What follows belongs to an exercise in optimizing a design on an open flow for small area, a short achievable clock period and few clock cycles; a production flow would make more cautious choices. At most, simulation tests tie the RTL to the original design; equivalence was not proved. Power and IR drop assume default switching activity.

==> job 6419 <==
Design current_level_classifier, start of the top module:
module current_level_classifier #(
    parameter int MAX_SAMPLES = clc_pkg::MAX_SAMPLES_DEF,
    parameter int TOP_COUNT   = clc_pkg::TOP_COUNT_DEF
) (
    input  logic                              aclk,
    input  logic                              aresetn,
    input  logic                              s_tvalid,
    output logic                              s_tready,
    input  logic [clc_pkg::TDATA_IN_W-1:0]    s_tdata,    
    input  logic                              s_tuser,    
    input  logic                              s_tlast,
    output logic                              m_tvalid,
    input  logic                              m_tready,
    output logic [clc_pkg::TDATA_OUT_W-1:0]   m_tdata,    
    input  logic                              cfg_valid,
    output logic                              cfg_ready,
    input  logic [clc_pkg::CFG_IDX_W-1:0]     cfg_index,
    input  logic [clc_pkg::CUR_W-1:0]         cfg_data
);
export LEC_CHECK = 0
export CAP_MARGIN = 20
export CORE_MARGIN = 2
export CORE_UTILIZATION = 40
export CTS_BUF_LIST = sky130_fd_sc_hd__clkbuf_8
export SETUP_SLACK_MARGIN = 2.4
export SLEW_MARGIN = 20
create_clock -name core_clock -period 6.5 [get_ports {aclk}]
standard.sh (not shown) runs the stock make flow with config.mk's settings and CLKGATE_MAP_FILE= SYNTH_SCRIPT=/design/flow/synth_recipe.tcl, a recipe that flattens the netlist after the stock synthesis.
==> flow/flow/run.sh <==
#!/bin/bash
set -o pipefail
export BUFFER_PORTS_ARGS="-buffer_cell sky130_fd_sc_hd__buf_1"
bash standard.sh > standard.log 2>&1
==> inputs of job 5361, as changes to job 6419 <==
--- a/flow/design.v
+++ b/flow/design.v
@@ -87,36 +87,36 @@
     logic [53:0] acc_reg;
     wire out_acc = !out_v_reg || m_tready;
     wire c_free  = peak ? (!bv_reg || !out_v_reg) : (!pend_reg || !out_v_reg);
     wire pend_go = pend_reg && c_free;
     logic        iv_reg, iu_reg, il_reg;
-    logic [16:0] id_reg;             
+    logic [15:0] id_reg;             
     logic        pend_next, bv_next, out_v_next;
     assign s_tready = peak ? (!bv_next || !out_v_next) : (!pend_next || !out_v_next);
     always_ff @(posedge aclk) begin
         if (!aresetn) begin
             iv_reg <= 1'b0;
         end else begin
             iv_reg <= s_tvalid && s_tready;
         end
     end
     always_ff @(posedge aclk) begin
-        id_reg <= {s_tdata[15], s_tdata[15] ? 16'd0 - s_tdata : s_tdata};
+        id_reg <= {s_tdata[15], s_tdata[14:0] ^ {15{s_tdata[15]}}};
         iu_reg <= s_tuser;
         il_reg <= s_tlast;
     end
     wire        b_v = iv_reg;        
-    wire [16:0] b_d = id_reg;
+    wire [15:0] b_d = id_reg;
     wire        b_u = iu_reg;
     wire        b_l = il_reg;
     wire        add = b_v && b_u && !(full_reg && !pend_reg);
-    wire        [15:0] vm = b_d[15:0];
-    wire               vs = b_d[16];
-    wire [16:0] v_sm = b_d;
-    wire [16:0] t0 = acc_reg[16:0];
-    wire [16:0] t1 = acc_reg[33:17];
-    wire [16:0] t2 = acc_reg[50:34];
+    wire        [14:0] vu = b_d[14:0];
+    wire               vs = b_d[15];
+    wire [15:0] v_sm = {vs, vu};
+    wire [15:0] t0 = acc_reg[15:0];
+    wire [15:0] t1 = acc_reg[31:16];
+    wire [15:0] t2 = acc_reg[47:32];
     wire t0_ge, t1_ge, t2_ge;
     clc_smge u_ge0 (.a(t0), .b(v_sm), .ge(t0_ge));
     clc_smge u_ge1 (.a(t1), .b(v_sm), .ge(t1_ge));
     clc_smge u_ge2 (.a(t2), .b(v_sm), .ge(t2_ge));
     logic f1_reg, f2_reg, f3_reg;
@@ -125,24 +125,24 @@
     wire cb_ge3 = !pend_reg && f3_reg;
     wire ge0 = cb_ge1 && t0_ge;
     wire ge1 = cb_ge2 && t1_ge;
     wire ge2 = cb_ge3 && t2_ge;
     wire hold2 = ge2 || !cb_ge2;
-    wire [16:0] t0_ins = ge0 ? t0 : v_sm;
-    wire [16:0] t1_ins = ge1 ? t1 : (ge0 ? v_sm : t0);
-    wire [16:0] t2_ins = hold2 ? t2 : (ge1 ? v_sm : t1);
+    wire [15:0] t0_ins = ge0 ? t0 : v_sm;
+    wire [15:0] t1_ins = ge1 ? t1 : (ge0 ? v_sm : t0);
+    wire [15:0] t2_ins = hold2 ? t2 : (ge1 ? v_sm : t1);
     wire [26:0] dr = acc_reg[26:0];
     wire [26:0] dm = acc_reg[53:27];
     wire        first = !cb_ge1;
-    localparam int CW = 4;                     
+    localparam int CW = 3;                     
     localparam int NY = (27 + CW - 1) / CW - 1;
     logic [NY-1:0] cyr_reg, cym_reg;
     logic [26:0] dr_ins, dm_ins;
     logic [NY-1:0] cyr_ins, cym_ins;
-    clc_csacc #(.CW(CW)) u_accr (.d(dr), .cy(cyr_reg), .first(first), .vm(vm),
+    clc_csacc #(.CW(CW)) u_accr (.d(dr), .cy(cyr_reg), .first(first), .vu(vu), .vs(vs),
                       .cur(rated_reg), .d_new(dr_ins), .cy_new(cyr_ins));
-    clc_csacc #(.CW(CW)) u_accm (.d(dm), .cy(cym_reg), .first(first), .vm(vm),
+    clc_csacc #(.CW(CW)) u_accm (.d(dm), .cy(cym_reg), .first(first), .vu(vu), .vs(vs),
                       .cur(minw_reg), .d_new(dm_ins), .cy_new(cym_ins));
     always_ff @(posedge aclk) begin
         if (add && !peak) begin
             cyr_reg <= cyr_ins;
             cym_reg <= cym_ins;
@@ -152,16 +152,21 @@
     clc_cssign #(.CW(CW)) u_sgnr (.d(dr), .cy(cyr_reg), .neg(dr_neg));
     clc_cssign #(.CW(CW)) u_sgnm (.d(dm), .cy(cym_reg), .neg(dm_neg));
     wire n_ge2 = f2_reg;
     wire n_ge3 = f3_reg;
     wire [1:0]  k_c = f3_reg ? 2'd3 : {f2_reg, f1_reg && !f2_reg};
-    wire [17:0] x0 = {2'd0, t0[15:0]};
-    wire [17:0] x1 = {2'd0, t1[15:0] & {16{n_ge2}}};
-    wire [17:0] x2 = {2'd0, t2[15:0] & {16{n_ge3}}};
+    wire        s0 = t0[15];
+    wire        s1 = t1[15] & n_ge2;
+    wire        s2 = t2[15] & n_ge3;
+    wire [17:0] x0 = {3'd0, t0[14:0]};
+    wire [17:0] x1 = {3'd0, t1[14:0] & {15{n_ge2}}};
+    wire [17:0] x2 = {3'd0, t2[14:0] & {15{n_ge3}}};
     wire [17:0] ts1 = x0 ^ x1 ^ x2;
-    wire [17:0] tc1 = {(x0[16:0] & x1[16:0]) | (x0[16:0] & x2[16:0]) | (x1[16:0] & x2[16:0]), 1'b0};
-    wire [17:0] tsum = ts1 + tc1;
+    wire [17:0] tc1 = {(x0[16:0] & x1[16:0]) | (x0[16:0] & x2[16:0]) | (x1[16:0] & x2[16:0]), s0};
+    wire [17:0] ts2 = ts1 ^ tc1 ^ {17'd0, s1};
+    wire [17:0] tc2 = {(ts1[16:0] & tc1[16:0]) | (ts1[16:0] & {16'd0, s1}) | (tc1[16:0] & {16'd0, s1}), s2};
+    wire [17:0] tsum = ts2 + tc2;
     wire sel_mn = !peak && add;
     wire sel_pk = peak && add;
     wire sel_t  = peak && pend_go;
     logic [53:0] acc_next;
     always_comb begin
@@ -169,17 +174,17 @@
         if (sel_mn) begin
             acc_next[26:0]  = dr_ins;
             acc_next[53:27] = dm_ins;
         end
         if (sel_pk) begin
-            acc_next[16:0]  = t0_ins;
-            acc_next[33:17] = t1_ins;
-            acc_next[50:34] = t2_ins;
+            acc_next[15:0]  = t0_ins;
+            acc_next[31:16] = t1_ins;
+            acc_next[47:32] = t2_ins;
         end
         if (sel_t) begin
-            acc_next[51:34] = tsum;
-            acc_next[53:52] = k_c;
+            acc_next[49:32] = tsum;
+            acc_next[51:50] = k_c;
         end
     end
     always_ff @(posedge aclk) begin
         acc_reg <= acc_next;
     end
@@ -216,12 +221,12 @@
         if (!f1_reg)            st_mean = 3'd4;
         else if (!dr_neg)       st_mean = 3'd1;
         else if (!dm_neg)       st_mean = 3'd0;
         else                    st_mean = 3'd2;
     end
-    wire [17:0] tb_t = acc_reg[51:34];
-    wire [1:0]  tb_k = acc_reg[53:52];
+    wire [17:0] tb_t = acc_reg[49:32];
+    wire [1:0]  tb_k = acc_reg[51:50];
     logic [21:0] xa, xb, xc, xd, xs1, xc1, xs2, xc2;
     logic [19:0] ya, yb, yc, ys1, yc1;
     logic        kx, ky, x_neg, y_neg;
     always_comb begin
         xa  = {2'd0, tb_t, 2'b00};
@@ -278,25 +283,26 @@
     parameter int NY = (27 + CW - 1) / CW - 1     
 ) (
     input  logic [26:0]   d,
     input  logic [NY-1:0] cy,
     input  logic          first,
-    input  logic [15:0]   vm,        
+    input  logic [14:0]   vu,        
+    input  logic          vs,
     input  logic [15:0]   cur,
     output logic [26:0]   d_new,
     output logic [NY-1:0] cy_new
 );
     logic [26:0] a, b, s;
     logic [27:0] c;
     logic        k;
     always_comb begin
         a = first ? 27'd0 : d;
         b = {11'h7ff, ~cur};
-        c[0] = 1'b0;
+        c[0] = vs;
         for (int i = 0; i < 27; i++) begin
             logic x;
-            x = (i < 16) ? vm[i] : 1'b0;
+            x = (i < 15) ? vu[i] : 1'b0;
             s[i]   = a[i] ^ b[i] ^ x;
             c[i+1] = (a[i] & b[i]) | (a[i] & x) | (b[i] & x);
         end
         k = 1'b1;
         for (int i = 0; i < 27; i++) begin
@@ -331,22 +337,22 @@
         top = {1'b0, d[26 -: TW]} + {{TW{1'b0}}, cy[NY-1]} + {{TW{1'b0}}, r};
         neg = top[TW-1];
     end
 endmodule
 module clc_smge (
-    input  logic [16:0] a,
-    input  logic [16:0] b,
+    input  logic [15:0] a,
+    input  logic [15:0] b,
     output logic        ge
 );
     logic [15:0] g0, e0;
     logic [7:0]  g1, e1;
     logic [3:0]  g2, e2;
     logic [1:0]  g3, e3;
     logic        gt, eq;
     always_comb begin
-        g0 = a[15:0] & ~b[15:0];
-        e0 = ~(a[15:0] ^ b[15:0]);
+        g0 = {1'b0, a[14:0] & ~b[14:0]};
+        e0 = {1'b1, ~(a[14:0] ^ b[14:0])};
         for (int i = 0; i < 8; i++) begin
             g1[i] = g0[2*i+1] | (e0[2*i+1] & g0[2*i]);
             e1[i] = e0[2*i+1] & e0[2*i];
         end
         for (int i = 0; i < 4; i++) begin
@@ -357,10 +363,10 @@
             g3[i] = g2[2*i+1] | (e2[2*i+1] & g2[2*i]);
             e3[i] = e2[2*i+1] & e2[2*i];
         end
         gt = g3[1] | (e3[1] & g3[0]);
         eq = e3[1] & e3[0];
-        if (a[16] != b[16]) ge = !a[16];
-        else if (a[16])     ge = !gt;
+        if (a[15] != b[15]) ge = !a[15];
+        else if (a[15])     ge = !gt;
         else                ge = gt | eq;
     end
 endmodule
==> inputs of job 2033, as changes to job 6419 <==
--- a/flow/design.v
+++ b/flow/design.v
@@ -87,36 +87,36 @@
     logic [53:0] acc_reg;
     wire out_acc = !out_v_reg || m_tready;
     wire c_free  = peak ? (!bv_reg || !out_v_reg) : (!pend_reg || !out_v_reg);
     wire pend_go = pend_reg && c_free;
     logic        iv_reg, iu_reg, il_reg;
-    logic [16:0] id_reg;             
+    logic [15:0] id_reg;             
     logic        pend_next, bv_next, out_v_next;
     assign s_tready = peak ? (!bv_next || !out_v_next) : (!pend_next || !out_v_next);
     always_ff @(posedge aclk) begin
         if (!aresetn) begin
             iv_reg <= 1'b0;
         end else begin
             iv_reg <= s_tvalid && s_tready;
         end
     end
     always_ff @(posedge aclk) begin
-        id_reg <= {s_tdata[15], s_tdata[15] ? 16'd0 - s_tdata : s_tdata};
+        id_reg <= {s_tdata[15], s_tdata[14:0] ^ {15{s_tdata[15]}}};
         iu_reg <= s_tuser;
         il_reg <= s_tlast;
     end
     wire        b_v = iv_reg;        
-    wire [16:0] b_d = id_reg;
+    wire [15:0] b_d = id_reg;
     wire        b_u = iu_reg;
     wire        b_l = il_reg;
     wire        add = b_v && b_u && !(full_reg && !pend_reg);
-    wire        [15:0] vm = b_d[15:0];
-    wire               vs = b_d[16];
-    wire [16:0] v_sm = b_d;
-    wire [16:0] t0 = acc_reg[16:0];
-    wire [16:0] t1 = acc_reg[33:17];
-    wire [16:0] t2 = acc_reg[50:34];
+    wire        [14:0] vu = b_d[14:0];
+    wire               vs = b_d[15];
+    wire [15:0] v_sm = {vs, vu};
+    wire [15:0] t0 = acc_reg[15:0];
+    wire [15:0] t1 = acc_reg[31:16];
+    wire [15:0] t2 = acc_reg[47:32];
     wire t0_ge, t1_ge, t2_ge;
     clc_smge u_ge0 (.a(t0), .b(v_sm), .ge(t0_ge));
     clc_smge u_ge1 (.a(t1), .b(v_sm), .ge(t1_ge));
     clc_smge u_ge2 (.a(t2), .b(v_sm), .ge(t2_ge));
     logic f1_reg, f2_reg, f3_reg;
@@ -125,24 +125,24 @@
     wire cb_ge3 = !pend_reg && f3_reg;
     wire ge0 = cb_ge1 && t0_ge;
     wire ge1 = cb_ge2 && t1_ge;
     wire ge2 = cb_ge3 && t2_ge;
     wire hold2 = ge2 || !cb_ge2;
-    wire [16:0] t0_ins = ge0 ? t0 : v_sm;
-    wire [16:0] t1_ins = ge1 ? t1 : (ge0 ? v_sm : t0);
-    wire [16:0] t2_ins = hold2 ? t2 : (ge1 ? v_sm : t1);
+    wire [15:0] t0_ins = ge0 ? t0 : v_sm;
+    wire [15:0] t1_ins = ge1 ? t1 : (ge0 ? v_sm : t0);
+    wire [15:0] t2_ins = hold2 ? t2 : (ge1 ? v_sm : t1);
     wire [26:0] dr = acc_reg[26:0];
     wire [26:0] dm = acc_reg[53:27];
     wire        first = !cb_ge1;
     localparam int CW = 4;                     
     localparam int NY = (27 + CW - 1) / CW - 1;
     logic [NY-1:0] cyr_reg, cym_reg;
     logic [26:0] dr_ins, dm_ins;
     logic [NY-1:0] cyr_ins, cym_ins;
-    clc_csacc #(.CW(CW)) u_accr (.d(dr), .cy(cyr_reg), .first(first), .vm(vm),
+    clc_csacc #(.CW(CW)) u_accr (.d(dr), .cy(cyr_reg), .first(first), .vu(vu), .vs(vs),
                       .cur(rated_reg), .d_new(dr_ins), .cy_new(cyr_ins));
-    clc_csacc #(.CW(CW)) u_accm (.d(dm), .cy(cym_reg), .first(first), .vm(vm),
+    clc_csacc #(.CW(CW)) u_accm (.d(dm), .cy(cym_reg), .first(first), .vu(vu), .vs(vs),
                       .cur(minw_reg), .d_new(dm_ins), .cy_new(cym_ins));
     always_ff @(posedge aclk) begin
         if (add && !peak) begin
             cyr_reg <= cyr_ins;
             cym_reg <= cym_ins;
@@ -152,16 +152,21 @@
     clc_cssign #(.CW(CW)) u_sgnr (.d(dr), .cy(cyr_reg), .neg(dr_neg));
     clc_cssign #(.CW(CW)) u_sgnm (.d(dm), .cy(cym_reg), .neg(dm_neg));
     wire n_ge2 = f2_reg;
     wire n_ge3 = f3_reg;
     wire [1:0]  k_c = f3_reg ? 2'd3 : {f2_reg, f1_reg && !f2_reg};
-    wire [17:0] x0 = {2'd0, t0[15:0]};
-    wire [17:0] x1 = {2'd0, t1[15:0] & {16{n_ge2}}};
-    wire [17:0] x2 = {2'd0, t2[15:0] & {16{n_ge3}}};
+    wire        s0 = t0[15];
+    wire        s1 = t1[15] & n_ge2;
+    wire        s2 = t2[15] & n_ge3;
+    wire [17:0] x0 = {3'd0, t0[14:0]};
+    wire [17:0] x1 = {3'd0, t1[14:0] & {15{n_ge2}}};
+    wire [17:0] x2 = {3'd0, t2[14:0] & {15{n_ge3}}};
     wire [17:0] ts1 = x0 ^ x1 ^ x2;
-    wire [17:0] tc1 = {(x0[16:0] & x1[16:0]) | (x0[16:0] & x2[16:0]) | (x1[16:0] & x2[16:0]), 1'b0};
-    wire [17:0] tsum = ts1 + tc1;
+    wire [17:0] tc1 = {(x0[16:0] & x1[16:0]) | (x0[16:0] & x2[16:0]) | (x1[16:0] & x2[16:0]), s0};
+    wire [17:0] ts2 = ts1 ^ tc1 ^ {17'd0, s1};
+    wire [17:0] tc2 = {(ts1[16:0] & tc1[16:0]) | (ts1[16:0] & {16'd0, s1}) | (tc1[16:0] & {16'd0, s1}), s2};
+    wire [17:0] tsum = ts2 + tc2;
     wire sel_mn = !peak && add;
     wire sel_pk = peak && add;
     wire sel_t  = peak && pend_go;
     logic [53:0] acc_next;
     always_comb begin
@@ -169,17 +174,17 @@
         if (sel_mn) begin
             acc_next[26:0]  = dr_ins;
             acc_next[53:27] = dm_ins;
         end
         if (sel_pk) begin
-            acc_next[16:0]  = t0_ins;
-            acc_next[33:17] = t1_ins;
-            acc_next[50:34] = t2_ins;
+            acc_next[15:0]  = t0_ins;
+            acc_next[31:16] = t1_ins;
+            acc_next[47:32] = t2_ins;
         end
         if (sel_t) begin
-            acc_next[51:34] = tsum;
-            acc_next[53:52] = k_c;
+            acc_next[49:32] = tsum;
+            acc_next[51:50] = k_c;
         end
     end
     always_ff @(posedge aclk) begin
         acc_reg <= acc_next;
     end
@@ -216,12 +221,12 @@
         if (!f1_reg)            st_mean = 3'd4;
         else if (!dr_neg)       st_mean = 3'd1;
         else if (!dm_neg)       st_mean = 3'd0;
         else                    st_mean = 3'd2;
     end
-    wire [17:0] tb_t = acc_reg[51:34];
-    wire [1:0]  tb_k = acc_reg[53:52];
+    wire [17:0] tb_t = acc_reg[49:32];
+    wire [1:0]  tb_k = acc_reg[51:50];
     logic [21:0] xa, xb, xc, xd, xs1, xc1, xs2, xc2;
     logic [19:0] ya, yb, yc, ys1, yc1;
     logic        kx, ky, x_neg, y_neg;
     always_comb begin
         xa  = {2'd0, tb_t, 2'b00};
@@ -278,25 +283,26 @@
     parameter int NY = (27 + CW - 1) / CW - 1     
 ) (
     input  logic [26:0]   d,
     input  logic [NY-1:0] cy,
     input  logic          first,
-    input  logic [15:0]   vm,        
+    input  logic [14:0]   vu,        
+    input  logic          vs,
     input  logic [15:0]   cur,
     output logic [26:0]   d_new,
     output logic [NY-1:0] cy_new
 );
     logic [26:0] a, b, s;
     logic [27:0] c;
     logic        k;
     always_comb begin
         a = first ? 27'd0 : d;
         b = {11'h7ff, ~cur};
-        c[0] = 1'b0;
+        c[0] = vs;
         for (int i = 0; i < 27; i++) begin
             logic x;
-            x = (i < 16) ? vm[i] : 1'b0;
+            x = (i < 15) ? vu[i] : 1'b0;
             s[i]   = a[i] ^ b[i] ^ x;
             c[i+1] = (a[i] & b[i]) | (a[i] & x) | (b[i] & x);
         end
         k = 1'b1;
         for (int i = 0; i < 27; i++) begin
@@ -331,22 +337,22 @@
         top = {1'b0, d[26 -: TW]} + {{TW{1'b0}}, cy[NY-1]} + {{TW{1'b0}}, r};
         neg = top[TW-1];
     end
 endmodule
 module clc_smge (
-    input  logic [16:0] a,
-    input  logic [16:0] b,
+    input  logic [15:0] a,
+    input  logic [15:0] b,
     output logic        ge
 );
     logic [15:0] g0, e0;
     logic [7:0]  g1, e1;
     logic [3:0]  g2, e2;
     logic [1:0]  g3, e3;
     logic        gt, eq;
     always_comb begin
-        g0 = a[15:0] & ~b[15:0];
-        e0 = ~(a[15:0] ^ b[15:0]);
+        g0 = {1'b0, a[14:0] & ~b[14:0]};
+        e0 = {1'b1, ~(a[14:0] ^ b[14:0])};
         for (int i = 0; i < 8; i++) begin
             g1[i] = g0[2*i+1] | (e0[2*i+1] & g0[2*i]);
             e1[i] = e0[2*i+1] & e0[2*i];
         end
         for (int i = 0; i < 4; i++) begin
@@ -357,10 +363,10 @@
             g3[i] = g2[2*i+1] | (e2[2*i+1] & g2[2*i]);
             e3[i] = e2[2*i+1] & e2[2*i];
         end
         gt = g3[1] | (e3[1] & g3[0]);
         eq = e3[1] & e3[0];
-        if (a[16] != b[16]) ge = !a[16];
-        else if (a[16])     ge = !gt;
+        if (a[15] != b[15]) ge = !a[15];
+        else if (a[15])     ge = !gt;
         else                ge = gt | eq;
     end
 endmodule
Settings changed: SETUP_SLACK_MARGIN 2.4 to 2.7.
==> summary of the runs <==
Die area, lowest first: job 2033, job 6419, job 5361. Synthesized area, highest first: job 5361, job 6419, job 2033. First-iteration DRC count, lowest first: job 6419, job 5361, job 2033. In job 2033 the register-to-register slack is higher than in job 5361, by 110 ps. Between job 2033 and job 6419, the lower total power is in job 2033 (gap about 0.21%, measured against job 6419).
Testbench counts of job 6419, summed over its fixed seeds: cycles 36,491.
Testbench counts of job 2033, summed over its fixed seeds: cycles 36,491.
For job 5361, only the layout was checked, not whether the RTL still works.

## static timing again, ports no longer ideal
Ports are ideal in the flow. The routed layouts listed here were re-timed in OpenROAD. Step 1 assumes that a clkbuf_16 drives the clock port and a buf_2 every other input. Step 2 adds t to the input delays and takes it off the output delays; t is the mean of the earliest and latest rising clock arrival at the registers after step 1. Input paths then give back, and output paths get back, about the clock's delay inside the block. a / b / c = no drivers / after step 1 / after step 2; a / b = the first two.
run	t, ns	setup slack, ns	latest minus earliest clock arrival (ns)	slew at the worst register clock pin (ns)
job 6419	0.536	2.543 / 2.543 / 2.543	0.028 / 0.028	0.10 / 0.10
job 5361	0.532	2.544 / 2.544 / 2.544	0.021 / 0.021	0.10 / 0.10
job 2033	0.514	2.658 / 2.658 / 2.658	0.019 / 0.019	0.10 / 0.10
After both steps setup and hold are still met in every run listed.
